Context: an optimization exercise on an open-source flow, tuned for small area. The choices shown serve that exercise and are no tape-out recipe.
In this exercise RTL edits were held to simulation tests only and were not proved equivalent to the original.
Power is estimated from default activity; no workload was simulated.

## flow/netlist.v

```verilog
/* Generated by Yosys 0.63+post (git sha1 UNKNOWN-dirty, g++ 11.4.0-1ubuntu1~22.04.3 -fPIC -O3) */

module status_console(clk, arst_n, status, fetch_addr, fetch_char);
  input clk;
  wire clk;
  input arst_n;
  wire arst_n;
  input [65:0] status;
  wire [65:0] status;
  input [9:0] fetch_addr;
  wire [9:0] fetch_addr;
  output [7:0] fetch_char;
  wire [7:0] fetch_char;
  wire hex_g_g0;
  wire hex_g_g1;
  wire hex_g_g2;
  wire hex_g_g3;
  wire hex_g_g4;
  wire hex_g_g5;
  wire hex_g_g6;
  wire n1;
  wire n10;
  wire n11;
  wire n12;
  wire n13;
  wire n14;
  wire n15;
  wire n16;
  wire n17;
  wire n18;
  wire n19;
  wire n2;
  wire n20;
  wire n21;
  wire n22;
  wire n23;
  wire n24;
  wire n25;
  wire n26;
  wire n27;
  wire n28;
  wire n29;
  wire n3;
  wire n31;
  wire n32;
  wire n33;
  wire n34;
  wire n35;
  wire n36;
  wire n37;
  wire n38;
  wire n39;
  wire n4;
  wire n40;
  wire n41;
  wire n42;
  wire n43;
  wire n44;
  wire n45;
  wire n46;
  wire n47;
  wire n48;
  wire n49;
  wire n5;
  wire n50;
  wire n51;
  wire n52;
  wire n53;
  wire n54;
  wire n55;
  wire n56;
  wire n57;
  wire n58;
  wire n59;
  wire n6;
  wire n60;
  wire n61;
  wire n62;
  wire n63;
  wire n64;
  wire n65;
  wire n66;
  wire n67;
  wire n68;
  wire n69;
  wire n7;
  wire n70;
  wire n71;
  wire n72;
  wire n73;
  wire n74;
  wire n75;
  wire n76;
  wire n77;
  wire n78;
  wire n79;
  wire n8;
  wire n80;
  wire n81;
  wire n82;
  wire n83;
  wire n84;
  wire n85;
  wire n86;
  wire n87;
  wire n88;
  wire n9;
  wire res_g_g0;
  wire res_g_g1;
  wire res_g_g2;
  wire res_g_g3;
  wire res_g_g4;
  wire res_g_g5;
  wire res_g_g6;
  wire \u_hex_g._00_ ;
  wire \u_hex_g._01_ ;
  wire \u_hex_g._02_ ;
  wire \u_hex_g._03_ ;
  wire \u_hex_g._04_ ;
  wire \u_hex_g._05_ ;
  wire \u_hex_g._06_ ;
  wire \u_res_g._00_ ;
  wire \u_res_g._01_ ;
  wire \u_res_g._02_ ;
  wire \u_res_g._03_ ;
  wire \u_res_g._04_ ;
  wire \u_res_g._05_ ;
  wire \u_res_g._06_ ;
  wire \u_res_g._07_ ;
  wire \u_res_g._08_ ;
  wire \u_res_g._09_ ;
  wire \u_res_g._10_ ;
  wire \u_res_g._11_ ;
  wire \u_res_g._12_ ;
  wire \u_res_g._13_ ;
  wire \u_res_g._14_ ;
  wire \u_res_g._15_ ;
  wire \u_video_g._00_ ;
  wire \u_video_g._01_ ;
  wire \u_video_g._02_ ;
  wire \u_video_g._03_ ;
  wire \u_video_g._04_ ;
  wire \u_video_g._05_ ;
  wire \u_video_g._06_ ;
  wire \u_video_g._07_ ;
  wire \u_video_g._08_ ;
  wire \u_video_g._09_ ;
  wire \u_video_g._10_ ;
  wire video_g_g0;
  wire video_g_g1;
  wire video_g_g2;
  wire video_g_g3;
  wire video_g_g4;
  wire video_g_g5;
  wire video_g_g6;
  sky130_fd_sc_hd__dfxtp_1 \fetch_char[0]$_DFF_P_  (
    .CLK(clk),
    .D(n82),
    .Q(fetch_char[0])
  );
  sky130_fd_sc_hd__dfxtp_1 \fetch_char[1]$_DFF_P_  (
    .CLK(clk),
    .D(n83),
    .Q(fetch_char[1])
  );
  sky130_fd_sc_hd__dfxtp_1 \fetch_char[2]$_DFF_P_  (
    .CLK(clk),
    .D(n84),
    .Q(fetch_char[2])
  );
  sky130_fd_sc_hd__dfxtp_1 \fetch_char[3]$_DFF_P_  (
    .CLK(clk),
    .D(n85),
    .Q(fetch_char[3])
  );
  sky130_fd_sc_hd__dfxtp_1 \fetch_char[4]$_DFF_P_  (
    .CLK(clk),
    .D(n86),
    .Q(fetch_char[4])
  );
  sky130_fd_sc_hd__dfxtp_1 \fetch_char[5]$_DFF_P_  (
    .CLK(clk),
    .D(n87),
    .Q(fetch_char[5])
  );
  sky130_fd_sc_hd__dfxtp_1 \fetch_char[6]$_DFF_P_  (
    .CLK(clk),
    .D(n88),
    .Q(fetch_char[6])
  );
  sky130_fd_sc_hd__inv_1 g1 (
    .A(fetch_addr[0]),
    .Y(n1)
  );
  sky130_fd_sc_hd__nand3_1 g10 (
    .A(fetch_addr[4]),
    .B(n4),
    .C(n3),
    .Y(n10)
  );
  sky130_fd_sc_hd__nand3_1 g11 (
    .A(fetch_addr[4]),
    .B(n4),
    .C(fetch_addr[2]),
    .Y(n11)
  );
  sky130_fd_sc_hd__nand3_1 g12 (
    .A(fetch_addr[4]),
    .B(fetch_addr[3]),
    .C(n3),
    .Y(n12)
  );
  sky130_fd_sc_hd__nand3_1 g13 (
    .A(n5),
    .B(fetch_addr[3]),
    .C(n3),
    .Y(n13)
  );
  sky130_fd_sc_hd__nand3_1 g14 (
    .A(n5),
    .B(fetch_addr[3]),
    .C(fetch_addr[2]),
    .Y(n14)
  );
  sky130_fd_sc_hd__nor2_1 g15 (
    .A(n8),
    .B(n13),
    .Y(n15)
  );
  sky130_fd_sc_hd__nor2_1 g16 (
    .A(n9),
    .B(n13),
    .Y(n16)
  );
  sky130_fd_sc_hd__nor2_1 g17 (
    .A(n6),
    .B(n14),
    .Y(n17)
  );
  sky130_fd_sc_hd__nor2_1 g18 (
    .A(n7),
    .B(n14),
    .Y(n18)
  );
  sky130_fd_sc_hd__nor2_1 g19 (
    .A(n8),
    .B(n14),
    .Y(n19)
  );
  sky130_fd_sc_hd__inv_1 g2 (
    .A(fetch_addr[1]),
    .Y(n2)
  );
  sky130_fd_sc_hd__nor2_1 g20 (
    .A(n9),
    .B(n14),
    .Y(n20)
  );
  sky130_fd_sc_hd__nor2_1 g21 (
    .A(n6),
    .B(n10),
    .Y(n21)
  );
  sky130_fd_sc_hd__nor2_1 g22 (
    .A(n7),
    .B(n10),
    .Y(n22)
  );
  sky130_fd_sc_hd__nor2_1 g23 (
    .A(n8),
    .B(n10),
    .Y(n23)
  );
  sky130_fd_sc_hd__nor2_1 g24 (
    .A(n9),
    .B(n10),
    .Y(n24)
  );
  sky130_fd_sc_hd__nor2_1 g25 (
    .A(n6),
    .B(n11),
    .Y(n25)
  );
  sky130_fd_sc_hd__nor2_1 g26 (
    .A(n7),
    .B(n11),
    .Y(n26)
  );
  sky130_fd_sc_hd__nor2_1 g27 (
    .A(n8),
    .B(n11),
    .Y(n27)
  );
  sky130_fd_sc_hd__nor2_1 g28 (
    .A(n9),
    .B(n11),
    .Y(n28)
  );
  sky130_fd_sc_hd__nor2_1 g29 (
    .A(n6),
    .B(n12),
    .Y(n29)
  );
  sky130_fd_sc_hd__inv_1 g3 (
    .A(fetch_addr[2]),
    .Y(n3)
  );
  sky130_fd_sc_hd__inv_1 g31 (
    .A(fetch_addr[5]),
    .Y(n31)
  );
  sky130_fd_sc_hd__inv_1 g32 (
    .A(fetch_addr[6]),
    .Y(n32)
  );
  sky130_fd_sc_hd__inv_1 g33 (
    .A(fetch_addr[7]),
    .Y(n33)
  );
  sky130_fd_sc_hd__inv_1 g34 (
    .A(fetch_addr[8]),
    .Y(n34)
  );
  sky130_fd_sc_hd__nor4_1 g35 (
    .A(fetch_addr[8]),
    .B(fetch_addr[7]),
    .C(n32),
    .D(n31),
    .Y(n35)
  );
  sky130_fd_sc_hd__nor4_1 g36 (
    .A(fetch_addr[8]),
    .B(n33),
    .C(fetch_addr[6]),
    .D(fetch_addr[5]),
    .Y(n36)
  );
  sky130_fd_sc_hd__nor4_1 g37 (
    .A(n34),
    .B(n33),
    .C(n32),
    .D(fetch_addr[5]),
    .Y(n37)
  );
  sky130_fd_sc_hd__xnor2_1 g38 (
    .A(fetch_addr[8]),
    .B(fetch_addr[6]),
    .Y(n38)
  );
  sky130_fd_sc_hd__nor3_1 g39 (
    .A(n38),
    .B(n33),
    .C(fetch_addr[5]),
    .Y(n39)
  );
  sky130_fd_sc_hd__inv_1 g4 (
    .A(fetch_addr[3]),
    .Y(n4)
  );
  sky130_fd_sc_hd__mux2i_1 g40 (
    .A0(n14),
    .A1(n13),
    .S(fetch_addr[1]),
    .Y(n40)
  );
  sky130_fd_sc_hd__nor2_1 g41 (
    .A(n13),
    .B(n2),
    .Y(n41)
  );
  sky130_fd_sc_hd__nor2_1 g42 (
    .A(n41),
    .B(n29),
    .Y(n42)
  );
  sky130_fd_sc_hd__nand4_1 g43 (
    .A(n14),
    .B(n10),
    .C(n11),
    .D(n42),
    .Y(n43)
  );
  sky130_fd_sc_hd__nor2_1 g44 (
    .A(fetch_addr[1]),
    .B(fetch_addr[0]),
    .Y(n44)
  );
  sky130_fd_sc_hd__o22ai_1 g45 (
    .A1(n11),
    .A2(n44),
    .B1(n12),
    .B2(fetch_addr[1]),
    .Y(n45)
  );
  sky130_fd_sc_hd__and2_0 g46 (
    .A(n36),
    .B(n43),
    .X(n46)
  );
  sky130_fd_sc_hd__and2_0 g47 (
    .A(n39),
    .B(n45),
    .X(n47)
  );
  sky130_fd_sc_hd__a222oi_1 g48 (
    .A1(n15),
    .A2(status[63]),
    .B1(n16),
    .B2(status[59]),
    .C1(n17),
    .C2(status[55]),
    .Y(n48)
  );
  sky130_fd_sc_hd__a222oi_1 g49 (
    .A1(n18),
    .A2(status[51]),
    .B1(n19),
    .B2(status[47]),
    .C1(n20),
    .C2(status[43]),
    .Y(n49)
  );
  sky130_fd_sc_hd__inv_1 g5 (
    .A(fetch_addr[4]),
    .Y(n5)
  );
  sky130_fd_sc_hd__a222oi_1 g50 (
    .A1(n21),
    .A2(status[39]),
    .B1(n22),
    .B2(status[35]),
    .C1(n23),
    .C2(status[31]),
    .Y(n50)
  );
  sky130_fd_sc_hd__a222oi_1 g51 (
    .A1(n24),
    .A2(status[27]),
    .B1(n25),
    .B2(status[23]),
    .C1(n26),
    .C2(status[19]),
    .Y(n51)
  );
  sky130_fd_sc_hd__a222oi_1 g52 (
    .A1(n27),
    .A2(status[15]),
    .B1(n28),
    .B2(status[11]),
    .C1(n29),
    .C2(status[7]),
    .Y(n52)
  );
  sky130_fd_sc_hd__nand3_1 g53 (
    .A(n48),
    .B(n49),
    .C(n50),
    .Y(n53)
  );
  sky130_fd_sc_hd__nand2_1 g54 (
    .A(n51),
    .B(n52),
    .Y(n54)
  );
  sky130_fd_sc_hd__a222oi_1 g55 (
    .A1(n16),
    .A2(status[60]),
    .B1(n17),
    .B2(status[56]),
    .C1(n18),
    .C2(status[52]),
    .Y(n55)
  );
  sky130_fd_sc_hd__a222oi_1 g56 (
    .A1(n19),
    .A2(status[48]),
    .B1(n20),
    .B2(status[44]),
    .C1(n21),
    .C2(status[40]),
    .Y(n56)
  );
  sky130_fd_sc_hd__a222oi_1 g57 (
    .A1(n22),
    .A2(status[36]),
    .B1(n23),
    .B2(status[32]),
    .C1(n24),
    .C2(status[28]),
    .Y(n57)
  );
  sky130_fd_sc_hd__a222oi_1 g58 (
    .A1(n25),
    .A2(status[24]),
    .B1(n26),
    .B2(status[20]),
    .C1(n27),
    .C2(status[16]),
    .Y(n58)
  );
  sky130_fd_sc_hd__a22oi_1 g59 (
    .A1(n28),
    .A2(status[12]),
    .B1(n29),
    .B2(status[8]),
    .Y(n59)
  );
  sky130_fd_sc_hd__nand2_1 g6 (
    .A(n2),
    .B(n1),
    .Y(n6)
  );
  sky130_fd_sc_hd__nand3_1 g60 (
    .A(n55),
    .B(n56),
    .C(n57),
    .Y(n60)
  );
  sky130_fd_sc_hd__nand2_1 g61 (
    .A(n58),
    .B(n59),
    .Y(n61)
  );
  sky130_fd_sc_hd__a222oi_1 g62 (
    .A1(n16),
    .A2(status[61]),
    .B1(n17),
    .B2(status[57]),
    .C1(n18),
    .C2(status[53]),
    .Y(n62)
  );
  sky130_fd_sc_hd__a222oi_1 g63 (
    .A1(n19),
    .A2(status[49]),
    .B1(n20),
    .B2(status[45]),
    .C1(n21),
    .C2(status[41]),
    .Y(n63)
  );
  sky130_fd_sc_hd__a222oi_1 g64 (
    .A1(n22),
    .A2(status[37]),
    .B1(n23),
    .B2(status[33]),
    .C1(n24),
    .C2(status[29]),
    .Y(n64)
  );
  sky130_fd_sc_hd__a222oi_1 g65 (
    .A1(n25),
    .A2(status[25]),
    .B1(n26),
    .B2(status[21]),
    .C1(n27),
    .C2(status[17]),
    .Y(n65)
  );
  sky130_fd_sc_hd__a22oi_1 g66 (
    .A1(n28),
    .A2(status[13]),
    .B1(n29),
    .B2(status[9]),
    .Y(n66)
  );
  sky130_fd_sc_hd__nand3_1 g67 (
    .A(n62),
    .B(n63),
    .C(n64),
    .Y(n67)
  );
  sky130_fd_sc_hd__nand2_1 g68 (
    .A(n65),
    .B(n66),
    .Y(n68)
  );
  sky130_fd_sc_hd__a222oi_1 g69 (
    .A1(n16),
    .A2(status[62]),
    .B1(n17),
    .B2(status[58]),
    .C1(n18),
    .C2(status[54]),
    .Y(n69)
  );
  sky130_fd_sc_hd__nand2_1 g7 (
    .A(n2),
    .B(fetch_addr[0]),
    .Y(n7)
  );
  sky130_fd_sc_hd__a222oi_1 g70 (
    .A1(n19),
    .A2(status[50]),
    .B1(n20),
    .B2(status[46]),
    .C1(n21),
    .C2(status[42]),
    .Y(n70)
  );
  sky130_fd_sc_hd__a222oi_1 g71 (
    .A1(n22),
    .A2(status[38]),
    .B1(n23),
    .B2(status[34]),
    .C1(n24),
    .C2(status[30]),
    .Y(n71)
  );
  sky130_fd_sc_hd__a222oi_1 g72 (
    .A1(n25),
    .A2(status[26]),
    .B1(n26),
    .B2(status[22]),
    .C1(n27),
    .C2(status[18]),
    .Y(n72)
  );
  sky130_fd_sc_hd__a22oi_1 g73 (
    .A1(n28),
    .A2(status[14]),
    .B1(n29),
    .B2(status[10]),
    .Y(n73)
  );
  sky130_fd_sc_hd__nand3_1 g74 (
    .A(n69),
    .B(n70),
    .C(n71),
    .Y(n74)
  );
  sky130_fd_sc_hd__nand2_1 g75 (
    .A(n72),
    .B(n73),
    .Y(n75)
  );
  sky130_fd_sc_hd__nand3_1 g76 (
    .A(n37),
    .B(n26),
    .C(status[0]),
    .Y(n76)
  );
  sky130_fd_sc_hd__nand3_1 g77 (
    .A(n37),
    .B(n27),
    .C(status[2]),
    .Y(n77)
  );
  sky130_fd_sc_hd__nand3_1 g78 (
    .A(n37),
    .B(n28),
    .C(status[1]),
    .Y(n78)
  );
  sky130_fd_sc_hd__and3_1 g79 (
    .A(n76),
    .B(n77),
    .C(n78),
    .X(n79)
  );
  sky130_fd_sc_hd__nand2_1 g8 (
    .A(fetch_addr[1]),
    .B(n1),
    .Y(n8)
  );
  sky130_fd_sc_hd__nand3_1 g80 (
    .A(n76),
    .B(n77),
    .C(n78),
    .Y(n80)
  );
  sky130_fd_sc_hd__and2_0 g81 (
    .A(n76),
    .B(n77),
    .X(n81)
  );
  sky130_fd_sc_hd__nand4_1 g82 (
    .A(hex_g_g0),
    .B(video_g_g0),
    .C(res_g_g0),
    .D(n77),
    .Y(n82)
  );
  sky130_fd_sc_hd__nand4_1 g83 (
    .A(hex_g_g1),
    .B(video_g_g1),
    .C(res_g_g1),
    .D(n78),
    .Y(n83)
  );
  sky130_fd_sc_hd__nand4_1 g84 (
    .A(hex_g_g2),
    .B(video_g_g2),
    .C(res_g_g2),
    .D(n81),
    .Y(n84)
  );
  sky130_fd_sc_hd__nand4_1 g85 (
    .A(hex_g_g3),
    .B(video_g_g3),
    .C(res_g_g3),
    .D(n81),
    .Y(n85)
  );
  sky130_fd_sc_hd__nand4_1 g86 (
    .A(hex_g_g4),
    .B(video_g_g4),
    .C(res_g_g4),
    .D(n78),
    .Y(n86)
  );
  sky130_fd_sc_hd__nor4_1 g87 (
    .A(hex_g_g5),
    .B(video_g_g5),
    .C(res_g_g5),
    .D(n80),
    .Y(n87)
  );
  sky130_fd_sc_hd__nand4_1 g88 (
    .A(hex_g_g6),
    .B(video_g_g6),
    .C(res_g_g6),
    .D(n79),
    .Y(n88)
  );
  sky130_fd_sc_hd__nand2_1 g9 (
    .A(fetch_addr[1]),
    .B(fetch_addr[0]),
    .Y(n9)
  );
  sky130_fd_sc_hd__conb_1 tie_lo (
    .LO(fetch_char[7])
  );
  sky130_fd_sc_hd__nor2_1 \u_hex_g._07_  (
    .A(n75),
    .B(n74),
    .Y(\u_hex_g._00_ )
  );
  sky130_fd_sc_hd__o21ai_0 \u_hex_g._08_  (
    .A1(n68),
    .A2(n67),
    .B1(n46),
    .Y(\u_hex_g._01_ )
  );
  sky130_fd_sc_hd__o21ai_0 \u_hex_g._09_  (
    .A1(n61),
    .A2(n60),
    .B1(n46),
    .Y(\u_hex_g._02_ )
  );
  sky130_fd_sc_hd__a21oi_1 \u_hex_g._10_  (
    .A1(\u_hex_g._01_ ),
    .A2(\u_hex_g._02_ ),
    .B1(\u_hex_g._00_ ),
    .Y(hex_g_g5)
  );
  sky130_fd_sc_hd__clkinv_1 \u_hex_g._11_  (
    .A(hex_g_g5),
    .Y(hex_g_g6)
  );
  sky130_fd_sc_hd__nand2_1 \u_hex_g._12_  (
    .A(n46),
    .B(hex_g_g6),
    .Y(hex_g_g4)
  );
  sky130_fd_sc_hd__or2_0 \u_hex_g._13_  (
    .A(\u_hex_g._00_ ),
    .B(hex_g_g4),
    .X(hex_g_g3)
  );
  sky130_fd_sc_hd__nor2_1 \u_hex_g._14_  (
    .A(n54),
    .B(n53),
    .Y(\u_hex_g._03_ )
  );
  sky130_fd_sc_hd__nand2_1 \u_hex_g._15_  (
    .A(hex_g_g5),
    .B(\u_hex_g._03_ ),
    .Y(\u_hex_g._04_ )
  );
  sky130_fd_sc_hd__nor3_1 \u_hex_g._16_  (
    .A(n61),
    .B(n60),
    .C(\u_hex_g._04_ ),
    .Y(\u_hex_g._05_ )
  );
  sky130_fd_sc_hd__or2_0 \u_hex_g._17_  (
    .A(\u_hex_g._01_ ),
    .B(\u_hex_g._05_ ),
    .X(hex_g_g2)
  );
  sky130_fd_sc_hd__clkinv_1 \u_hex_g._18_  (
    .A(\u_hex_g._02_ ),
    .Y(\u_hex_g._06_ )
  );
  sky130_fd_sc_hd__a21oi_1 \u_hex_g._19_  (
    .A1(\u_hex_g._06_ ),
    .A2(\u_hex_g._04_ ),
    .B1(\u_hex_g._05_ ),
    .Y(hex_g_g1)
  );
  sky130_fd_sc_hd__o21a_1 \u_hex_g._20_  (
    .A1(hex_g_g4),
    .A2(\u_hex_g._03_ ),
    .B1(\u_hex_g._04_ ),
    .X(hex_g_g0)
  );
  sky130_fd_sc_hd__o21a_1 \u_res_g._16_  (
    .A1(fetch_addr[1]),
    .A2(fetch_addr[3]),
    .B1(fetch_addr[0]),
    .X(\u_res_g._00_ )
  );
  sky130_fd_sc_hd__clkinv_1 \u_res_g._17_  (
    .A(n47),
    .Y(\u_res_g._01_ )
  );
  sky130_fd_sc_hd__nor3_1 \u_res_g._18_  (
    .A(fetch_addr[1]),
    .B(fetch_addr[3]),
    .C(\u_res_g._01_ ),
    .Y(\u_res_g._02_ )
  );
  sky130_fd_sc_hd__or2_0 \u_res_g._19_  (
    .A(fetch_addr[8]),
    .B(status[6]),
    .X(\u_res_g._03_ )
  );
  sky130_fd_sc_hd__nand2b_1 \u_res_g._20_  (
    .A_N(status[4]),
    .B(fetch_addr[8]),
    .Y(\u_res_g._04_ )
  );
  sky130_fd_sc_hd__o22ai_1 \u_res_g._21_  (
    .A1(status[5]),
    .A2(\u_res_g._03_ ),
    .B1(status[3]),
    .B2(\u_res_g._04_ ),
    .Y(\u_res_g._05_ )
  );
  sky130_fd_sc_hd__and2_0 \u_res_g._22_  (
    .A(\u_res_g._03_ ),
    .B(\u_res_g._04_ ),
    .X(\u_res_g._06_ )
  );
  sky130_fd_sc_hd__nor2_1 \u_res_g._23_  (
    .A(fetch_addr[1]),
    .B(\u_res_g._00_ ),
    .Y(\u_res_g._07_ )
  );
  sky130_fd_sc_hd__nor2b_1 \u_res_g._24_  (
    .A(\u_res_g._07_ ),
    .B_N(\u_res_g._05_ ),
    .Y(\u_res_g._08_ )
  );
  sky130_fd_sc_hd__a21oi_1 \u_res_g._25_  (
    .A1(\u_res_g._06_ ),
    .A2(\u_res_g._07_ ),
    .B1(\u_res_g._08_ ),
    .Y(\u_res_g._09_ )
  );
  sky130_fd_sc_hd__a211oi_1 \u_res_g._26_  (
    .A1(fetch_addr[1]),
    .A2(fetch_addr[3]),
    .B1(\u_res_g._01_ ),
    .C1(\u_res_g._09_ ),
    .Y(\u_res_g._10_ )
  );
  sky130_fd_sc_hd__clkinv_1 \u_res_g._27_  (
    .A(fetch_addr[3]),
    .Y(\u_res_g._11_ )
  );
  sky130_fd_sc_hd__nor2_1 \u_res_g._28_  (
    .A(\u_res_g._00_ ),
    .B(\u_res_g._08_ ),
    .Y(\u_res_g._12_ )
  );
  sky130_fd_sc_hd__o221ai_1 \u_res_g._29_  (
    .A1(\u_res_g._11_ ),
    .A2(\u_res_g._05_ ),
    .B1(\u_res_g._06_ ),
    .B2(\u_res_g._12_ ),
    .C1(n47),
    .Y(res_g_g0)
  );
  sky130_fd_sc_hd__clkinv_1 \u_res_g._30_  (
    .A(res_g_g0),
    .Y(\u_res_g._13_ )
  );
  sky130_fd_sc_hd__nor2_1 \u_res_g._31_  (
    .A(\u_res_g._10_ ),
    .B(\u_res_g._13_ ),
    .Y(res_g_g6)
  );
  sky130_fd_sc_hd__nor2_1 \u_res_g._32_  (
    .A(\u_res_g._06_ ),
    .B(res_g_g6),
    .Y(res_g_g5)
  );
  sky130_fd_sc_hd__nor2_1 \u_res_g._33_  (
    .A(\u_res_g._02_ ),
    .B(res_g_g5),
    .Y(\u_res_g._14_ )
  );
  sky130_fd_sc_hd__a21oi_1 \u_res_g._34_  (
    .A1(\u_res_g._02_ ),
    .A2(\u_res_g._05_ ),
    .B1(\u_res_g._14_ ),
    .Y(\u_res_g._15_ )
  );
  sky130_fd_sc_hd__clkinv_1 \u_res_g._35_  (
    .A(\u_res_g._10_ ),
    .Y(res_g_g4)
  );
  sky130_fd_sc_hd__o211ai_1 \u_res_g._36_  (
    .A1(\u_res_g._00_ ),
    .A2(\u_res_g._15_ ),
    .B1(res_g_g4),
    .C1(\u_res_g._13_ ),
    .Y(res_g_g3)
  );
  sky130_fd_sc_hd__o21ai_0 \u_res_g._37_  (
    .A1(\u_res_g._10_ ),
    .A2(\u_res_g._13_ ),
    .B1(\u_res_g._07_ ),
    .Y(res_g_g2)
  );
  sky130_fd_sc_hd__clkinv_1 \u_res_g._38_  (
    .A(\u_res_g._15_ ),
    .Y(res_g_g1)
  );
  sky130_fd_sc_hd__and2_0 \u_video_g._11_  (
    .A(n40),
    .B(n35),
    .X(\u_video_g._00_ )
  );
  sky130_fd_sc_hd__nand2_1 \u_video_g._12_  (
    .A(fetch_addr[1]),
    .B(\u_video_g._00_ ),
    .Y(\u_video_g._01_ )
  );
  sky130_fd_sc_hd__clkinv_1 \u_video_g._13_  (
    .A(status[65]),
    .Y(\u_video_g._02_ )
  );
  sky130_fd_sc_hd__nand2_1 \u_video_g._14_  (
    .A(status[64]),
    .B(\u_video_g._02_ ),
    .Y(\u_video_g._03_ )
  );
  sky130_fd_sc_hd__nor2_1 \u_video_g._15_  (
    .A(fetch_addr[0]),
    .B(\u_video_g._03_ ),
    .Y(\u_video_g._04_ )
  );
  sky130_fd_sc_hd__nor2_1 \u_video_g._16_  (
    .A(\u_video_g._01_ ),
    .B(\u_video_g._04_ ),
    .Y(\u_video_g._05_ )
  );
  sky130_fd_sc_hd__nor2_1 \u_video_g._17_  (
    .A(status[64]),
    .B(status[65]),
    .Y(\u_video_g._06_ )
  );
  sky130_fd_sc_hd__nand2_1 \u_video_g._18_  (
    .A(fetch_addr[1]),
    .B(\u_video_g._06_ ),
    .Y(\u_video_g._07_ )
  );
  sky130_fd_sc_hd__nand2_1 \u_video_g._19_  (
    .A(fetch_addr[0]),
    .B(\u_video_g._03_ ),
    .Y(\u_video_g._08_ )
  );
  sky130_fd_sc_hd__o21ai_0 \u_video_g._20_  (
    .A1(fetch_addr[1]),
    .A2(\u_video_g._08_ ),
    .B1(\u_video_g._00_ ),
    .Y(video_g_g6)
  );
  sky130_fd_sc_hd__clkinv_1 \u_video_g._21_  (
    .A(video_g_g6),
    .Y(video_g_g5)
  );
  sky130_fd_sc_hd__o211ai_1 \u_video_g._22_  (
    .A1(fetch_addr[1]),
    .A2(\u_video_g._06_ ),
    .B1(\u_video_g._07_ ),
    .C1(video_g_g5),
    .Y(video_g_g2)
  );
  sky130_fd_sc_hd__or2_0 \u_video_g._23_  (
    .A(\u_video_g._05_ ),
    .B(video_g_g2),
    .X(video_g_g3)
  );
  sky130_fd_sc_hd__nand2_1 \u_video_g._24_  (
    .A(\u_video_g._05_ ),
    .B(\u_video_g._08_ ),
    .Y(\u_video_g._09_ )
  );
  sky130_fd_sc_hd__nor2_1 \u_video_g._25_  (
    .A(\u_video_g._02_ ),
    .B(\u_video_g._01_ ),
    .Y(\u_video_g._10_ )
  );
  sky130_fd_sc_hd__a41oi_1 \u_video_g._26_  (
    .A1(status[64]),
    .A2(\u_video_g._02_ ),
    .A3(video_g_g5),
    .A4(\u_video_g._09_ ),
    .B1(\u_video_g._10_ ),
    .Y(video_g_g1)
  );
  sky130_fd_sc_hd__nand3_1 \u_video_g._27_  (
    .A(video_g_g5),
    .B(\u_video_g._09_ ),
    .C(video_g_g3),
    .Y(video_g_g0)
  );
  sky130_fd_sc_hd__o31a_1 \u_video_g._28_  (
    .A1(fetch_addr[0]),
    .A2(\u_video_g._03_ ),
    .A3(video_g_g0),
    .B1(\u_video_g._09_ ),
    .X(video_g_g4)
  );
endmodule
```

## config.mk

```make
export PLATFORM = sky130hd
export DESIGN_NAME = status_console
export DESIGN_NICKNAME = status_console
export VERILOG_FILES = /design/flow/design.v
export SDC_FILE = /design/flow/constraint.sdc
export NUM_CORES = 4
export LEC_CHECK = 0
export CAP_MARGIN = 20
export CORE_AREA = 2.3 2.72 58.7 60.0
export CTS_BUF_LIST = sky130_fd_sc_hd__clkbuf_2
export DIE_AREA = 0 0 61 62.2
export PLACE_DENSITY = 0.7
export SLEW_MARGIN = 20
export SYNTH_MEMORY_MAX_BITS = 8192
```

## constraint.sdc

```tcl
create_clock -name core_clock -period 6.0 [get_ports {clk}]
set_input_delay 1.2000 -clock core_clock [delete_from_list [all_inputs] [get_ports {clk}]]
set_output_delay 1.2000 -clock core_clock [all_outputs]
set_load 0.01 [all_outputs]
```

## flow/equiv.sh

```bash
#!/bin/bash
# equiv.sh DESIGN NETLIST LIB: proves that NETLIST does what DESIGN (the RTL) does,
# register for register (the registers are paired by name).
set -euo pipefail
D=$1; N=$2; LIB=$3; T=$(mktemp -d equiv.XXXXXX)
yosys -p "read_verilog -sv $D; hierarchy -top status_console; proc; flatten; memory; memory_map; opt; rename status_console gold; write_rtlil $T/gold.il"
yosys -p "read_liberty -ignore_miss_func $LIB; read_verilog $N; hierarchy -top status_console; proc; flatten; opt_clean; rename status_console gate; write_rtlil $T/gate.il"
yosys -p "read_rtlil $T/gold.il; read_rtlil $T/gate.il; equiv_make gold gate equiv; hierarchy -top equiv; equiv_simple -seq 2; equiv_induct -seq 2; equiv_status -assert"
rm -rf "$T"
```

## flow/run.sh

```bash
#!/bin/bash
# The standard layout, with two changes:
#  - the synthesized netlist is flow/netlist.v, built gate by gate from the same
#    function as the RTL (see gen/ in the version); this script first proves with
#    yosys that it does exactly what design.v does, and stops if it does not.
#    Its registers are the standard synthesis's: same names, same dfxtp cells;
#  - the port buffers are the smallest buffer (buf_1) instead of the delay buffer
#    the resizer picks by default.
set -euo pipefail
here=$(pwd)
res=$here/orfs/results/$FLOW_PLATFORM/status_console/base
lib=$FLOW_HOME/platforms/$FLOW_PLATFORM/lib/sky130_fd_sc_hd__tt_025C_1v80.lib
export BUFFER_PORTS_ARGS="-buffer_cell sky130_fd_sc_hd__buf_1"
export CTS_ARGS="-buf_list sky130_fd_sc_hd__clkbuf_2 -root_buf sky130_fd_sc_hd__clkbuf_2 -dont_use_dummy_load -repair_clock_nets -sink_clustering_enable -sink_clustering_size 10 -sink_clustering_max_diameter 200"

# The standard synthesis, for everything the later steps read besides the netlist
bash standard.sh synth > flow_synth.log 2>&1

bash flow/equiv.sh "$FLOW_DESIGN" flow/netlist.v "$lib" > flow_equiv.log 2>&1
grep -q "Equivalence successfully proven" flow_equiv.log

cp "$res/1_2_yosys.v" standard_1_2_yosys.v
cp flow/netlist.v "$res/1_2_yosys.v"
rm -f "$res/1_synth.odb" "$res/1_synth.sdc"
bash standard.sh finish > flow_layout.log 2>&1
```

## design.v

```verilog
typedef logic [7:0]  char_t;        
typedef logic [9:0]  cell_addr_t;   
typedef logic [4:0]  row_t;
typedef logic [4:0]  col_t;
typedef logic [6:0]  str_addr_t;    
typedef logic [56:0] chip_id_t;
typedef struct packed {
   logic progress;
   logic result;
} test_status_t;
typedef struct packed {
   logic         vga;
   logic         mode;      
   chip_id_t     chip_id;
   test_status_t memtest;
   test_status_t sdtest;
   logic [2:0]   mouse;     
} status_t;
`timescale 1ns/1ns
module video_text (
   input  logic [1:0] pos,
   input  logic       vga,
   input  logic       mode,
   output logic [6:0] ch
);
   always_comb
      case ({vga, mode, pos})
         4'b1010, 4'b1110: ch = 7'h56;    
         4'b1011, 4'b1111: ch = 7'h47;    
         4'b1000, 4'b1100: ch = 7'h41;    
         4'b1001, 4'b1101: ch = 7'h20;
         4'b0110:          ch = 7'h4E;    
         4'b0111:          ch = 7'h54;    
         4'b0100:          ch = 7'h53;    
         4'b0101:          ch = 7'h43;    
         4'b0010:          ch = 7'h50;    
         4'b0011:          ch = 7'h41;    
         4'b0000:          ch = 7'h4C;    
         default:          ch = 7'h20;
      endcase
endmodule
module result_text (
   input  logic [3:0] pos,
   input  logic       progress,
   input  logic       result,
   output logic [6:0] ch
);
   always_comb begin
      ch = 7'h20;
      if (progress)
         case (pos)
            4'd5: ch = 7'h77;    
            4'd6: ch = 7'h61;    
            4'd7: ch = 7'h69;    
            4'd8: ch = 7'h74;    
            default: ;
         endcase
      else if (result)
         case (pos)
            4'd5: ch = 7'h4F;    
            4'd6: ch = 7'h4B;    
            default: ;
         endcase
      else
         case (pos)
            4'd5: ch = 7'h45;    
            4'd8: ch = 7'h4F;    
            default: ch = 7'h52;  
         endcase
   end
endmodule
module mouse_text (
   input  logic [1:0] pos,
   input  logic [2:0] mouse,       
   output logic [6:0] ch
);
   always_comb
      case (pos)
         2'd1:    ch = mouse[0] ? 7'h4C : 7'h20;    
         2'd2:    ch = mouse[2] ? 7'h4D : 7'h20;    
         default: ch = mouse[1] ? 7'h52 : 7'h20;    
      endcase
endmodule
`timescale 1ns/1ns
module id_nibble_mux (
   input  logic [24:10] col_sel,
   input  logic [56:0]  chip_id,
   output logic [3:0]   nib
);
   logic [59:0] id_full;
   assign id_full = {3'b000, chip_id};
   always_comb begin
      nib = 4'h0;
      for (int col = 10; col <= 24; col++)
         nib = nib | ({4{col_sel[col]}} & id_full[4*(24 - col) +: 4]);
   end
endmodule
module hex_digit (
   input  logic [3:0] nib,
   output logic [6:0] ch
);
   always_comb
      case (nib)
         4'h0: ch = 7'h30;  4'h1: ch = 7'h31;  4'h2: ch = 7'h32;  4'h3: ch = 7'h33;
         4'h4: ch = 7'h34;  4'h5: ch = 7'h35;  4'h6: ch = 7'h36;  4'h7: ch = 7'h37;
         4'h8: ch = 7'h38;  4'h9: ch = 7'h39;  4'hA: ch = 7'h41;  4'hB: ch = 7'h42;
         4'hC: ch = 7'h43;  4'hD: ch = 7'h44;  4'hE: ch = 7'h45;  default: ch = 7'h46;
      endcase
endmodule
`timescale 1ns/1ns
module cell_decode (
   input  logic [9:0]  addr,
   output logic [25:10] col_sel,    
   output logic        row3,        
   output logic        row4,        
   output logic        row_res,     
   output logic        row14        
);
   logic [4:0] r, c;
   assign r = addr[9:5];
   assign c = addr[4:0];
   always_comb
      for (int i = 10; i <= 25; i++)
         col_sel[i] = (c == 5'(i));
   assign row3    = ~r[3] & ~r[2] &  r[1] &  r[0];
   assign row4    = ~r[3] &  r[2] & ~r[1] & ~r[0];
   assign row_res =  (r[3] ^ r[1]) & r[2] & ~r[0];
   assign row14   =  r[3] &  r[2] &  r[1] & ~r[0];
endmodule
`timescale 1ns/1ns
module status_console (
   input  logic         clk,
   input  logic         arst_n,
   input  logic [65:0]  status,        
   input  logic [9:0]   fetch_addr,    
   output logic [7:0]   fetch_char     
);
typedef logic [7:0]  char_t;        
typedef logic [9:0]  cell_addr_t;   
typedef logic [4:0]  row_t;
typedef logic [4:0]  col_t;
typedef logic [6:0]  str_addr_t;    
typedef logic [56:0] chip_id_t;
typedef struct packed {
   logic progress;
   logic result;
} test_status_t;
typedef struct packed {
   logic         vga;
   logic         mode;      
   chip_id_t     chip_id;
   test_status_t memtest;
   test_status_t sdtest;
   logic [2:0]   mouse;     
} status_t;
   status_t st;
   assign st = status;
   logic [25:10] col_sel;
   logic         row3, row4, row_res, row14;
   cell_decode u_dec (.addr(fetch_addr), .col_sel, .row3, .row4, .row_res, .row14);
   logic [3:0] nib;
   logic [6:0] hex_ch, video_ch, res_ch, mouse_ch;
   test_status_t t;
   id_nibble_mux u_nib (.col_sel(col_sel[24:10]), .chip_id(st.chip_id), .nib);
   hex_digit     u_hex (.nib, .ch(hex_ch));
   video_text u_video (.pos(fetch_addr[1:0]), .vga(st.vga), .mode(st.mode), .ch(video_ch));
   assign t = fetch_addr[8] ? st.sdtest : st.memtest;     
   result_text u_res (.pos(fetch_addr[3:0]), .progress(t.progress), .result(t.result),
                      .ch(res_ch));
   mouse_text u_mouse (.pos(fetch_addr[1:0]), .mouse(st.mouse), .ch(mouse_ch));
   logic in_id, in_video, in_res, in_mouse;
   assign in_id    = row4    & (|col_sel[24:10]);
   assign in_video = row3    & (|col_sel[13:10]);
   assign in_res   = row_res & (|col_sel[25:21]);
   assign in_mouse = row14   & (|col_sel[23:21]);
   logic [6:0] ch;
   always_comb
      for (int b = 0; b < 7; b++)
         if (b == 5)    
            ch[b] = ~((in_id    & ~hex_ch[b])   | (in_video & ~video_ch[b]) |
                      (in_res   & ~res_ch[b])   | (in_mouse & ~mouse_ch[b]));
         else
            ch[b] =   (in_id    &  hex_ch[b])   | (in_video &  video_ch[b]) |
                      (in_res   &  res_ch[b])   | (in_mouse &  mouse_ch[b]);
   always_ff @(posedge clk) begin
      fetch_char <= {1'b0, ch};
   end
endmodule
```

## standard.sh

```bash
#!/bin/bash
# synth_recipe.tcl (not shown) runs the flow's synth.tcl, then flattens the netlist and writes it again
# the make line also repeats each setting of config.mk as NAME=value (left out here)
make -C /OpenROAD-flow-scripts/flow DESIGN_CONFIG=/design/flow/config.mk WORK_HOME=/design/flow/orfs CLKGATE_MAP_FILE= SYNTH_SCRIPT=/design/flow/synth_recipe.tcl "${@:-finish}"
```

==> summary.md, run 1 <==
| Metric | Value |
|---|---|
| Post-CTS setup buffers | 0 |
| Cell area after synthesis | around 930 sq um |
| Slew headroom | between 60% and 70% |
| CP Capture Type | flip-flop |
| Hold Crit Class | input pin to flip-flop |
| Final Max Tran Viols | 0 |
| Reg power frac | 38.9% |
| Port Buffers | 82 |
| Status | finished clean |
| CTS-repair resized insts | 0 |
| Die height | about 62 um |
| Combinational share of power | between 30% and 40% |
| Final wirelength | between 3 and 4 mm |
| Setup crit start kind | input pin |
| Clk buf depth | 2 |
| Core Area | between 0.003 and 0.004 sq mm |
| Placed cell area | around 0.0013 sq mm |
| Final Cycle Share | ~56% |
| Final instance area | 0.00131 sq mm |
| Design Power | about 0.00012 W |
| Initial Utilization | roughly 29% |
| Final setup fails | 0 |
| Setup Crit Path Kind | input pin to flip-flop |
| VDD IR max | between 0.00002 and 0.00003 V |
| Syn Nets | 228 |
| Remaining design rule violation count | 0 |
| Crit path from | fetch_addr[1] |
| Fin Setup TNS | 0 ns |
| Dpl hpwl | approximately 2.8 mm |
| PwrDens | 93.5 mW/mm^2 |
| Drt initial violations | 109 |
| CTS sink count | 7 |
| Cells after synthesis | 150 |
| # rows | 21 |
| Clk root buf | clkbuf_2 |
| Synth warn | 7 |
| Biggest regs | fetch_char: 7 flops |
| Critical Path RT | between 6 and 7 ns |
| Clk pwr share | a little over a fifth |
| CP Capture Point | fetch_char[2]$_DFF_P_ |
| GRT Util Overall | 17.2% |
| Via Count | between 1000 and 1500 |
| TritonCTS clock tree | built |
| Min-Delay Startpoint | status[64] |
| Ratio of cells with drive above 1 in the final layout | between 1 and 1.5% |
| Final Net Count | 315 |
| Die area | between 0.003 and 0.004 sq mm |
| P&R area growth vs syn | 40.8% |
| Largest Register | fetch_char |
| Cts hold-fix bufs | 0 |
| ANT nets after route | 0 |
| Syn avg cell area | about 6.2 sq um |
| Number of global-route vias before repair | 1306 |
| CTS clk-pin slew, worst paths | ~0.060 ns |
| Sw Pwr | approximately 0.000041 W |
| Crit path DAT | 3.46 ns |
| F_max | between 200 and 300 MHz |
| RSZ-0062 raised after global routing | false |
| Switch share | between 30 and 40% |
| MaxCap Viol Count | 0 |
| First-pass GRT wire length | ~5.3 mm |
| Avg WL per Cell | ~12 um |
| GPL Wtd Cong | roughly 0.86 |
| Antenna diodes | 0 |
| H-tree depth | 1 |
| Vias per cell | about 5.2 |
| Tmin final | around 3.4 ns |
| Remaining global-route overflow | 0 |
| Hold Fails Final Rpt | 0 |
| CP Max Fanout | 14 |
| Worst Tran Pin Value | between 0.5 and 0.6 ns |
| Largest net degree at the start of global routing | 15 |
| Initial antenna violation count | 0 |
| Max reg flops | 7 |
| Pre-antenna DRT Iters | 5 |
| Num CTS Buffers | 3 |
| Int Power | around 0.00008 W |
| I/O pin count | 86 |
| Die width | 61 um |
| Leak pwr | between 0.4 and 0.5 nW |
## cells in the final DEF (no fill, tap or decap), types with 2 or more instances in the layout
cell	instances
o211ai_1	2
or2_0	4
nand4_1	7
nand2_1	15
nor3_1	3
buf_1	82
nand3_1	14
a21oi_1	4
o22ai_1	2
o21ai_0	4
inv_1	9
and2_0	5
o21a_1	2
nor4_1	4
clkinv_1	9
a222oi_1	17
dfxtp_1	7
a22oi_1	3
clkbuf_2	3
nor2_1	29
## layer usage
layer,global-route usage (%),part of all wire (%),vias up
met2,29.8,52,59
li1,-,-,751
met4,3.26,0,0
met1,23.0,41,652
met5,0,0,-
met3,1.04,6.7,0
## power by group through the flow
stage / combinational (W) / sequential [W] / clock [W]
4_1_cts: 0.0000483 / 0.0000478 / 0.0000283
3_5_place_dp: 0.0000480 / 0.0000488 / 0
6_report: 0.0000482 / 0.0000478 / 0.0000270
3_3_place_gp: 0.0000472 / 0.0000488 / 0
5_1_grt: 0.0000552 / 0.0000478 / 0.0000313
2_1_floorplan: 0.0000205 / 0.0000494 / 0
## stage by stage
stage	std cells	hold WS (ns)	setup slack [ns]	util (%)
floorplan	150	1.37	3.16	-
global placement	278	1.55	2.52	40.5
detailed placement	278	1.56	2.43	40.5
CTS	281	1.32	2.65	41.0
global route	281	1.34	2.32	41.0
finish	281	1.34	2.63	41.0
## cell type report
class                           count  area [sq um]
Fill cell                         386          1890
Clock buffer                        3          15.0
Tap cell                           46          57.6
Multi-Input combinational cell    125           726
Inverter                           18          67.6
Sequential cell                     7           140
Timing Repair Buffer               82           308
## critical path: stages
cell and delay, ns:
buf_1 0.42, nand2_1 0.24, nor2_1 0.34, a22oi_1 0.14, nand2_1 0.12, o21ai_0 0.13
a21oi_1 0.29, nand2_1 0.15, nor3_1 0.20, or2_0 0.15, nand4_1 0.08
## worst min path at each step
stage,to,slack [ns],cells after the start
floorplan,fetch_char[1]$_DFF_P_,1.37,2
global placement,fetch_char[0]$_DFF_P_,1.55,3
detailed placement,fetch_char[1]$_DFF_P_,1.56,3
CTS,fetch_char[1]$_DFF_P_,1.32,3
global route,fetch_char[0]$_DFF_P_,1.34,3
finish,fetch_char[1]$_DFF_P_,1.34,3
==> run 2: changes to the inputs <==
--- a/flow/run.sh
+++ b/flow/run.sh
@@ -12,5 +12,5 @@
 lib=$FLOW_HOME/platforms/$FLOW_PLATFORM/lib/sky130_fd_sc_hd__tt_025C_1v80.lib
 export BUFFER_PORTS_ARGS="-buffer_cell sky130_fd_sc_hd__buf_1"
-export CTS_ARGS="-buf_list sky130_fd_sc_hd__clkbuf_2 -root_buf sky130_fd_sc_hd__clkbuf_2 -dont_use_dummy_load -repair_clock_nets -sink_clustering_enable -sink_clustering_size 10 -sink_clustering_max_diameter 200"
+export CTS_ARGS="-buf_list sky130_fd_sc_hd__clkbuf_2 -root_buf sky130_fd_sc_hd__clkbuf_2 -dont_use_dummy_load -repair_clock_nets"
 
 # The standard synthesis, for everything the later steps read besides the netlist
==> summary.md, run 2 <==
| Metric | Value |
|---|---|
| Status | finished clean |
| Reg area | 140 sq um (unchanged) |
| Cts hold-fix bufs | 0 (unchanged) |
| Fin util | 41.0% (unchanged) |
| Syn Nets | 228 (unchanged) |
| Initial antenna violation count | 0 (unchanged) |
| Crit path DAT | 3.46 ns (about the same) |
| F_max | 297 MHz (unchanged) |
| Critical path's most frequent cell | nand2_1 |
| Hold Fails Final Rpt | 0 (unchanged) |
| Hold Path Stages | 3 (unchanged) |
| Tmin final | 3.37 ns (unchanged) |
| MaxCap Viol Count | 0 (unchanged) |
| Biggest regs | fetch_char: 7 flops |
| Final Cycle Share | 56.2% (unchanged) |
| Syn avg cell area | 6.22 sq um (unchanged) |
| GRT Util Overall | 17.2% (unchanged) |
| Remaining global-route overflow | 0 (unchanged) |
| WHS Endpoint | fetch_char[1]$_DFF_P_ |
| Clk root buf | clkbuf_2 |
| CP Max Fanout | 14 (unchanged) |
| Commonest non-fill, non-tap cells in the layout | 82 x buf_1, 29 x nor2_1, 17 x a222oi_1 |
| Max stage delay cell, worst path | buf_1 |
| Dpl hpwl | 2.79 mm (unchanged) |
| CTS sink count | 7 (unchanged) |
| # rows | 21 (unchanged) |
| Slew headroom | 60.7% (unchanged) |
| Remaining design rule violation count | 0 (unchanged) |
| Final wirelength | 3.29 mm (unchanged) |
| Worst Tran Pin Value | 0.584 ns (unchanged) |
| Clk buf depth | 2 (unchanged) |
| First-pass GRT wire length | 5.31 mm (unchanged) |
| Vias per cell | 5.20 (unchanged) |
| Core Area | 0.00321 sq mm (unchanged) |
| Fin Setup TNS | 0 ns (unchanged) |
| Cell area after synthesis | 933 sq um (unchanged) |
| CP peak stage delay | 0.42 ns (about the same) |
| Largest Register | fetch_char |
| Num CTS Buffers | 3 (unchanged) |
| Leak pwr | 0.478 nW (unchanged) |
| Max reg flops | 7 (unchanged) |
| Final WS setup | 2.63 ns (unchanged) |
| Die width | 61 um (unchanged) |
| TritonCTS clock tree | built |
| Critical Path RT | 6.09 ns (about the same) |
| Initial Utilization | 29.1% (unchanged) |
| Cells after synthesis | 150 (unchanged) |
| Setup Crit Path Kind | input pin to flip-flop |
| Critical-path cell list | buf_1 -> nand2_1 -> nor2_1 -> a22oi_1 -> nand2_1 -> o21ai_0 -> a21oi_1 -> nand2_1 -> nor3_1 -> or2_0 -> nand4_1 |
| CTS clk-pin slew, worst paths | 0.06 ns (about the same) |
| P&R area growth vs syn | 40.8% (unchanged) |
| ANT nets after route | 0 (unchanged) |
| Pre-CTS setup slack | 2.43 ns (unchanged) |
| CTS-repair resized insts | 0 (unchanged) |
| H-tree depth | 1 (unchanged) |
| Multi-input gate area | 726 sq um (unchanged) |
| Port Buffers | 82 (unchanged) |
| I/O pin count | 86 (unchanged) |
| Via Count | 1462 (unchanged) |
| Hold Crit Class | input pin to flip-flop |
| Crit path buffers/inverters | 1 (unchanged) |
| Final setup fails | 0 (unchanged) |
| Number of global-route vias before repair | 1306 (unchanged) |
| Die area | 0.00379 sq mm (unchanged) |
| Antenna diodes | 0 (unchanged) |
| Pre-antenna DRT Iters | 5 (unchanged) |
| Drt initial violations | 109 (unchanged) |
| Post-CTS setup buffers | 0 (unchanged) |
| Ratio of cells with drive above 1 in the final layout | 1.28% (unchanged) |
| Fill count | 386 (unchanged) |
| Die height | 62.2 um (unchanged) |
| Synth warn | 7 (unchanged) |
| VDD IR max | 0.0000257 V (unchanged) |
| PwrDens | 93.5 mW/mm^2 (unchanged) |
| Min-Delay Startpoint | status[64] |
| Avg WL per Cell | 11.7 um (unchanged) |
| Most common cell after layout, fill and taps aside | buf_1 |
| Final Net Count | 315 (unchanged) |
| Setup crit start kind | input pin |
| Largest net degree at the start of global routing | 15 (unchanged) |
| CP Capture Type | flip-flop |
| Hold Slack | 1.34 ns (unchanged) |
| Top delay family on crit path | simple AND/OR/NAND/NOR gates |
| GPL Wtd Cong | 0.863 (unchanged) |
| Final Max Tran Viols | 0 (unchanged) |
| RSZ-0062 raised after global routing | false |
run 2: how the worst max path moves through the flow:
stage | start | endpoint | slack [ns] | depth (start not counted)
2_1_floorplan | fetch_addr[8] | fetch_char[3]$_DFF_P_ | 3.16 | 12
3_3_place_gp | fetch_addr[1] | fetch_char[2]$_DFF_P_ | 2.52 | 11
3_5_place_dp | fetch_addr[1] | fetch_char[2]$_DFF_P_ | 2.43 | 11
4_1_cts | fetch_addr[1] | fetch_char[2]$_DFF_P_ | 2.65 | 11
5_1_grt | fetch_addr[1] | fetch_char[2]$_DFF_P_ | 2.32 | 11
6_report | fetch_addr[1] | fetch_char[2]$_DFF_P_ | 2.63 | 11
run 2: metrics by stage:
stage          instance area [sq um]  total power, W  instances
5_1_grt                         1310        0.000134        281
2_1_floorplan                    933       0.0000698        150
6_report                        1310        0.000123        281
3_3_place_gp                    1300       0.0000960        278
4_1_cts                         1310        0.000124        281
3_5_place_dp                    1300       0.0000968        278
run 2: layout make-up:
class	count	area share (%)
inverter	18	5.14
timing repair buffer	82	23.4
multi-input combinational	125	55.2
sequential	7	10.7
clock buffer	3	1.14
tap	46	4.38
run 2: power by group:
part / total (W) / internal (W) / switching [W]
registers: 0.0000478 / 0.0000476 / 0.000000206
clock network: 0.0000270 / 0.0000135 / 0.0000134
logic: 0.0000482 / 0.0000205 / 0.0000276
run 2: layer usage:
metal,up-vias,GRT usage (%),routed length (um)
li1,751,-,-
met1,652,23.0,1360
met2,59,29.8,1710
met3,0,1.04,221
met4,0,3.26,0
met5,-,0,0
==> run 3: changes to the inputs <==
--- a/flow/netlist.v
+++ b/flow/netlist.v
@@ -146,5 +146,4 @@
   wire \u_video_g._08_ ;
   wire \u_video_g._09_ ;
-  wire \u_video_g._10_ ;
   wire video_g_g0;
   wire video_g_g1;
@@ -930,32 +929,39 @@
     .Y(res_g_g1)
   );
-  sky130_fd_sc_hd__and2_0 \u_video_g._11_  (
+  sky130_fd_sc_hd__nand3_1 \u_video_g._10_  (
     .A(n40),
     .B(n35),
-    .X(\u_video_g._00_ )
+    .C(fetch_addr[1]),
+    .Y(\u_video_g._00_ )
   );
-  sky130_fd_sc_hd__nand2_1 \u_video_g._12_  (
-    .A(fetch_addr[1]),
-    .B(\u_video_g._00_ ),
+  sky130_fd_sc_hd__clkinv_1 \u_video_g._11_  (
+    .A(status[65]),
     .Y(\u_video_g._01_ )
   );
-  sky130_fd_sc_hd__clkinv_1 \u_video_g._13_  (
-    .A(status[65]),
+  sky130_fd_sc_hd__nand2_1 \u_video_g._12_  (
+    .A(status[64]),
+    .B(\u_video_g._01_ ),
     .Y(\u_video_g._02_ )
   );
-  sky130_fd_sc_hd__nand2_1 \u_video_g._14_  (
-    .A(status[64]),
+  sky130_fd_sc_hd__nor2_1 \u_video_g._13_  (
+    .A(fetch_addr[0]),
     .B(\u_video_g._02_ ),
     .Y(\u_video_g._03_ )
   );
-  sky130_fd_sc_hd__nor2_1 \u_video_g._15_  (
-    .A(fetch_addr[0]),
-    .B(\u_video_g._03_ ),
+  sky130_fd_sc_hd__nand2_1 \u_video_g._14_  (
+    .A(n40),
+    .B(n35),
     .Y(\u_video_g._04_ )
   );
-  sky130_fd_sc_hd__nor2_1 \u_video_g._16_  (
-    .A(\u_video_g._01_ ),
-    .B(\u_video_g._04_ ),
-    .Y(\u_video_g._05_ )
+  sky130_fd_sc_hd__and2_0 \u_video_g._15_  (
+    .A(fetch_addr[0]),
+    .B(\u_video_g._02_ ),
+    .X(\u_video_g._05_ )
+  );
+  sky130_fd_sc_hd__o21ai_0 \u_video_g._16_  (
+    .A1(\u_video_g._04_ ),
+    .A2(\u_video_g._05_ ),
+    .B1(\u_video_g._00_ ),
+    .Y(video_g_g5)
   );
   sky130_fd_sc_hd__nor2_1 \u_video_g._17_  (
@@ -964,66 +970,56 @@
     .Y(\u_video_g._06_ )
   );
-  sky130_fd_sc_hd__nand2_1 \u_video_g._18_  (
-    .A(fetch_addr[1]),
+  sky130_fd_sc_hd__nor2_1 \u_video_g._18_  (
+    .A(\u_video_g._00_ ),
     .B(\u_video_g._06_ ),
     .Y(\u_video_g._07_ )
   );
-  sky130_fd_sc_hd__nand2_1 \u_video_g._19_  (
-    .A(fetch_addr[0]),
-    .B(\u_video_g._03_ ),
-    .Y(\u_video_g._08_ )
+  sky130_fd_sc_hd__a31oi_1 \u_video_g._19_  (
+    .A1(\u_video_g._00_ ),
+    .A2(video_g_g5),
+    .A3(\u_video_g._06_ ),
+    .B1(\u_video_g._07_ ),
+    .Y(video_g_g2)
   );
-  sky130_fd_sc_hd__o21ai_0 \u_video_g._20_  (
-    .A1(fetch_addr[1]),
-    .A2(\u_video_g._08_ ),
-    .B1(\u_video_g._00_ ),
-    .Y(video_g_g6)
+  sky130_fd_sc_hd__o21bai_1 \u_video_g._20_  (
+    .A1(\u_video_g._00_ ),
+    .A2(\u_video_g._03_ ),
+    .B1_N(video_g_g2),
+    .Y(video_g_g3)
   );
   sky130_fd_sc_hd__clkinv_1 \u_video_g._21_  (
-    .A(video_g_g6),
-    .Y(video_g_g5)
+    .A(video_g_g5),
+    .Y(video_g_g6)
   );
-  sky130_fd_sc_hd__o211ai_1 \u_video_g._22_  (
-    .A1(fetch_addr[1]),
-    .A2(\u_video_g._06_ ),
-    .B1(\u_video_g._07_ ),
-    .C1(video_g_g5),
-    .Y(video_g_g2)
+  sky130_fd_sc_hd__nor3_1 \u_video_g._22_  (
+    .A(\u_video_g._00_ ),
+    .B(\u_video_g._03_ ),
+    .C(\u_video_g._05_ ),
+    .Y(\u_video_g._08_ )
   );
-  sky130_fd_sc_hd__or2_0 \u_video_g._23_  (
-    .A(\u_video_g._05_ ),
-    .B(video_g_g2),
-    .X(video_g_g3)
+  sky130_fd_sc_hd__o32a_1 \u_video_g._23_  (
+    .A1(video_g_g6),
+    .A2(\u_video_g._08_ ),
+    .A3(\u_video_g._02_ ),
+    .B1(\u_video_g._01_ ),
+    .B2(\u_video_g._00_ ),
+    .X(video_g_g1)
   );
-  sky130_fd_sc_hd__nand2_1 \u_video_g._24_  (
-    .A(\u_video_g._05_ ),
+  sky130_fd_sc_hd__nor2_1 \u_video_g._24_  (
+    .A(video_g_g6),
     .B(\u_video_g._08_ ),
     .Y(\u_video_g._09_ )
   );
-  sky130_fd_sc_hd__nor2_1 \u_video_g._25_  (
-    .A(\u_video_g._02_ ),
-    .B(\u_video_g._01_ ),
-    .Y(\u_video_g._10_ )
-  );
-  sky130_fd_sc_hd__a41oi_1 \u_video_g._26_  (
-    .A1(status[64]),
-    .A2(\u_video_g._02_ ),
-    .A3(video_g_g5),
-    .A4(\u_video_g._09_ ),
-    .B1(\u_video_g._10_ ),
-    .Y(video_g_g1)
-  );
-  sky130_fd_sc_hd__nand3_1 \u_video_g._27_  (
-    .A(video_g_g5),
+  sky130_fd_sc_hd__nand2_1 \u_video_g._25_  (
+    .A(video_g_g3),
     .B(\u_video_g._09_ ),
-    .C(video_g_g3),
     .Y(video_g_g0)
   );
-  sky130_fd_sc_hd__o31a_1 \u_video_g._28_  (
-    .A1(fetch_addr[0]),
-    .A2(\u_video_g._03_ ),
-    .A3(video_g_g0),
-    .B1(\u_video_g._09_ ),
-    .X(video_g_g4)
+  sky130_fd_sc_hd__a31oi_1 \u_video_g._26_  (
+    .A1(\u_video_g._00_ ),
+    .A2(video_g_g5),
+    .A3(\u_video_g._03_ ),
+    .B1(\u_video_g._08_ ),
+    .Y(video_g_g4)
   );
 endmodule
==> summary.md, run 3 <==
| Metric | Value |
|---|---|
| Final wirelength | 3.40 mm (+3.5%) |
| Reg power frac | 38.7% (-0.2 points) |
| CTS sink count | 7 (unchanged) |
| Most common cell after layout, fill and taps aside | buf_1 |
| Fin Setup TNS | 0 ns (unchanged) |
| GPL Wtd Cong | 0.926 (+7.3%) |
| Tmin final | 3.26 ns (-0.113 ns) |
| Final Cycle Share | 54.3% (-1.9 points) |
| Cts hold-fix bufs | 0 (unchanged) |
| First-pass GRT wire length | 5.25 mm (-1.1%) |
| Port Buffers | 82 (unchanged) |
| Slew headroom | 61.1% (+0.39 points) |
| Die height | 62.2 um (unchanged) |
| CP Capture Type | flip-flop |
| WHS Endpoint | fetch_char[0]$_DFF_P_ |
| Cell area after synthesis | 930 sq um (-0.40%) |
| Commonest non-fill, non-tap cells in the layout | 82 x buf_1, 29 x nor2_1, 17 x a222oi_1 |
| Fin util | 40.9% (-0.12 points) |
| Clk buf depth | 2 (unchanged) |
| CTS-repair resized insts | 0 (unchanged) |
| Leak pwr | 0.473 nW (-1.1%) |
| Largest net degree at the start of global routing | 12 (-3) |
| Initial antenna violation count | 0 (unchanged) |
| Antenna diodes | 0 (unchanged) |
| CP Max Fanout | 11 (-3) |
| Int Power | 0.0000819 W (+0.30%) |
| Number of global-route vias before repair | 1298 (-0.61%) |
| Fill count | 380 (-1.6%) |
| Multi-input gate area | 722 sq um (-0.52%) |
| Post-CTS setup buffers | 0 (unchanged) |
| Hold Fails Final Rpt | 0 (unchanged) |
| Syn avg cell area | 6.24 sq um (+0.27%) |
| Worst Tran Pin Value | 0.578 ns (-0.00586 ns) |
| Initial Utilization | 29.0% (-0.12 points) |
| ANT nets after route | 0 (unchanged) |
| Sw Pwr | 0.0000418 W (+1.4%) |
| Max reg flops | 7 (unchanged) |
| Final Net Count | 314 (-0.32%) |
| Die width | 61 um (unchanged) |
| Switch share | 33.8% (+0.25 points) |
| Core Area | 0.00321 sq mm (unchanged) |
| VDD IR max | 0.0000304 V (+18%) |
| P&R area growth vs syn | 40.9% |
| Die area | 0.00379 sq mm (unchanged) |
| Setup Crit Path Kind | input pin to flip-flop |
| I/O pin count | 86 (unchanged) |
| Vias per cell | 5.25 (+0.91%) |
| Critical Path RT | 6.09 ns (about the same) |
| Combinational share of power | 39.1% (about the same) |
| Clk pwr share | 22.2% (+0.3 points) |
| Hold Path Stages | 3 (unchanged) |
| Largest Register | fetch_char |
| Hold Slack | 1.32 ns (-0.0204 ns) |
| PwrDens | 94.5 mW/mm^2 (+0.97%) |
| Final Max Tran Viols | 0 (unchanged) |
| Ratio of cells with drive above 1 in the final layout | 1.28% (+0.0055 points) |
| Pre-antenna DRT Iters | 8 (+3) |
| Status | finished clean |
| TritonCTS clock tree | built |
| Min-Delay Startpoint | status[2] |
| Avg WL per Cell | 12.2 um (+3.9%) |
| Cells after synthesis | 149 (-0.67%) |
| Drt initial violations | 190 (+74%) |
| Dpl hpwl | 2.93 mm (+5.1%) |
| # rows | 21 (unchanged) |
| Num CTS Buffers | 3 (unchanged) |
| RSZ-0062 raised after global routing | false |
| Via Count | 1470 (+0.55%) |
| Placed cells | 277 (-0.36%) |
| Setup crit start kind | input pin |
| GRT Util Overall | 17.4% (+0.18 points) |
| MaxCap Viol Count | 0 (unchanged) |
| Clk root buf | clkbuf_2 |
| Crit path DAT | 3.35 ns (-0.11 ns) |
| Hold Crit Class | input pin to flip-flop |
| F_max | 307 MHz (+3.5%) |
| Reg area | 140 sq um (unchanged) |
| CTS clk-pin slew, worst paths | 0.06 ns (about the same) |
| Biggest regs | fetch_char: 7 flops |
| Syn Nets | 227 (-0.44%) |
| Remaining global-route overflow | 0 (unchanged) |
| H-tree depth | 1 (unchanged) |
| Final setup fails | 0 (unchanged) |
| Remaining design rule violation count | 0 (unchanged) |
| Non-filler cells, final | 280 (-0.36%) |
| Synth warn | 7 (unchanged) |
[run 3: how the worst max path moves through the flow]
| stage | endpoint | depth (start not counted) | start |
|---|---|---|---|
| after floorplan | fetch_char[3]$_DFF_P_ | 12 | fetch_addr[8] |
| after global routing | fetch_char[2]$_DFF_P_ | 13 | fetch_addr[1] |
| after CTS | fetch_char[2]$_DFF_P_ | 13 | fetch_addr[1] |
| after global placement | fetch_char[2]$_DFF_P_ | 13 | fetch_addr[1] |
| final | fetch_char[2]$_DFF_P_ | 13 | fetch_addr[1] |
| after detailed placement | fetch_char[2]$_DFF_P_ | 13 | fetch_addr[1] |
[run 3: power groups by stage]
stage               Sequential, W  Combinational, W  Clock (W)
floorplan               0.0000495         0.0000207          0
global placement        0.0000489         0.0000471          0
detailed placement      0.0000489         0.0000478          0
CTS                     0.0000479         0.0000481  0.0000296
global route            0.0000479         0.0000545  0.0000332
finish                  0.0000479         0.0000484  0.0000275
[run 3: area by class of cell]
cell class,count,area share (%)
sequential,7,10.7
tap,46,4.39
timing repair buffer,82,23.5
inverter,18,5.16
clock buffer,3,1.15
multi-input combinational,124,55.1
[run 3: critical path, stage by stage]
cell and delay (ns):
buf_1 0.21, inv_1 0.16, nand2_1 0.12, nor2_1 0.36, nor2_1 0.08, nand4_1 0.10, and2_0 0.19, o21ai_0 0.14
a21oi_1 0.26, nand2_1 0.12, nor3_1 0.19, or2_0 0.15, nand4_1 0.08
[run 3: metrics by stage]
step / power (W) / area, sq um / worst slack (ns)
final: 0.000124 / 1310 / 2.74
after global routing: 0.000136 / 1310 / 2.43
after CTS: 0.000126 / 1310 / 2.79
after detailed placement: 0.0000967 / 1290 / 2.53
after global placement: 0.0000960 / 1290 / 2.60
after floorplan: 0.0000703 / 930 / 3.16
[run 3: per-layer routing]
layer  global-route usage [%]  wire [um]
met1                     23.9       1530
met5                        0          0
met3                     2.08        233
met2                     28.2       1600
met4                     4.62         47

==> re-timing with driven ports <==
The flow's constraints put no driver on any port. The routed layouts listed below were extracted and timed again, unchanged, in two steps. Step 1, drivers: a clkbuf_16 drives clk and a buf_2 each remaining input, both assumed. Step 2, shift: input delay + t, output delay - t, t = (earliest + latest rising clock arrival at the registers) / 2. This alone moves slack from input paths to output paths. Three values: ideal, step 1, step 2; two values: the first two.
run	t, ns	setup WS [ns]	worst data-port slew with drivers (ns)
run 1	0.227	2.628 / 2.616 / 2.389	0.04
run 2	0.227	2.628 / 2.616 / 2.389	0.04
run 3	0.228	2.741 / 2.737 / 2.509	0.05
After both steps every run listed still meets setup and hold.
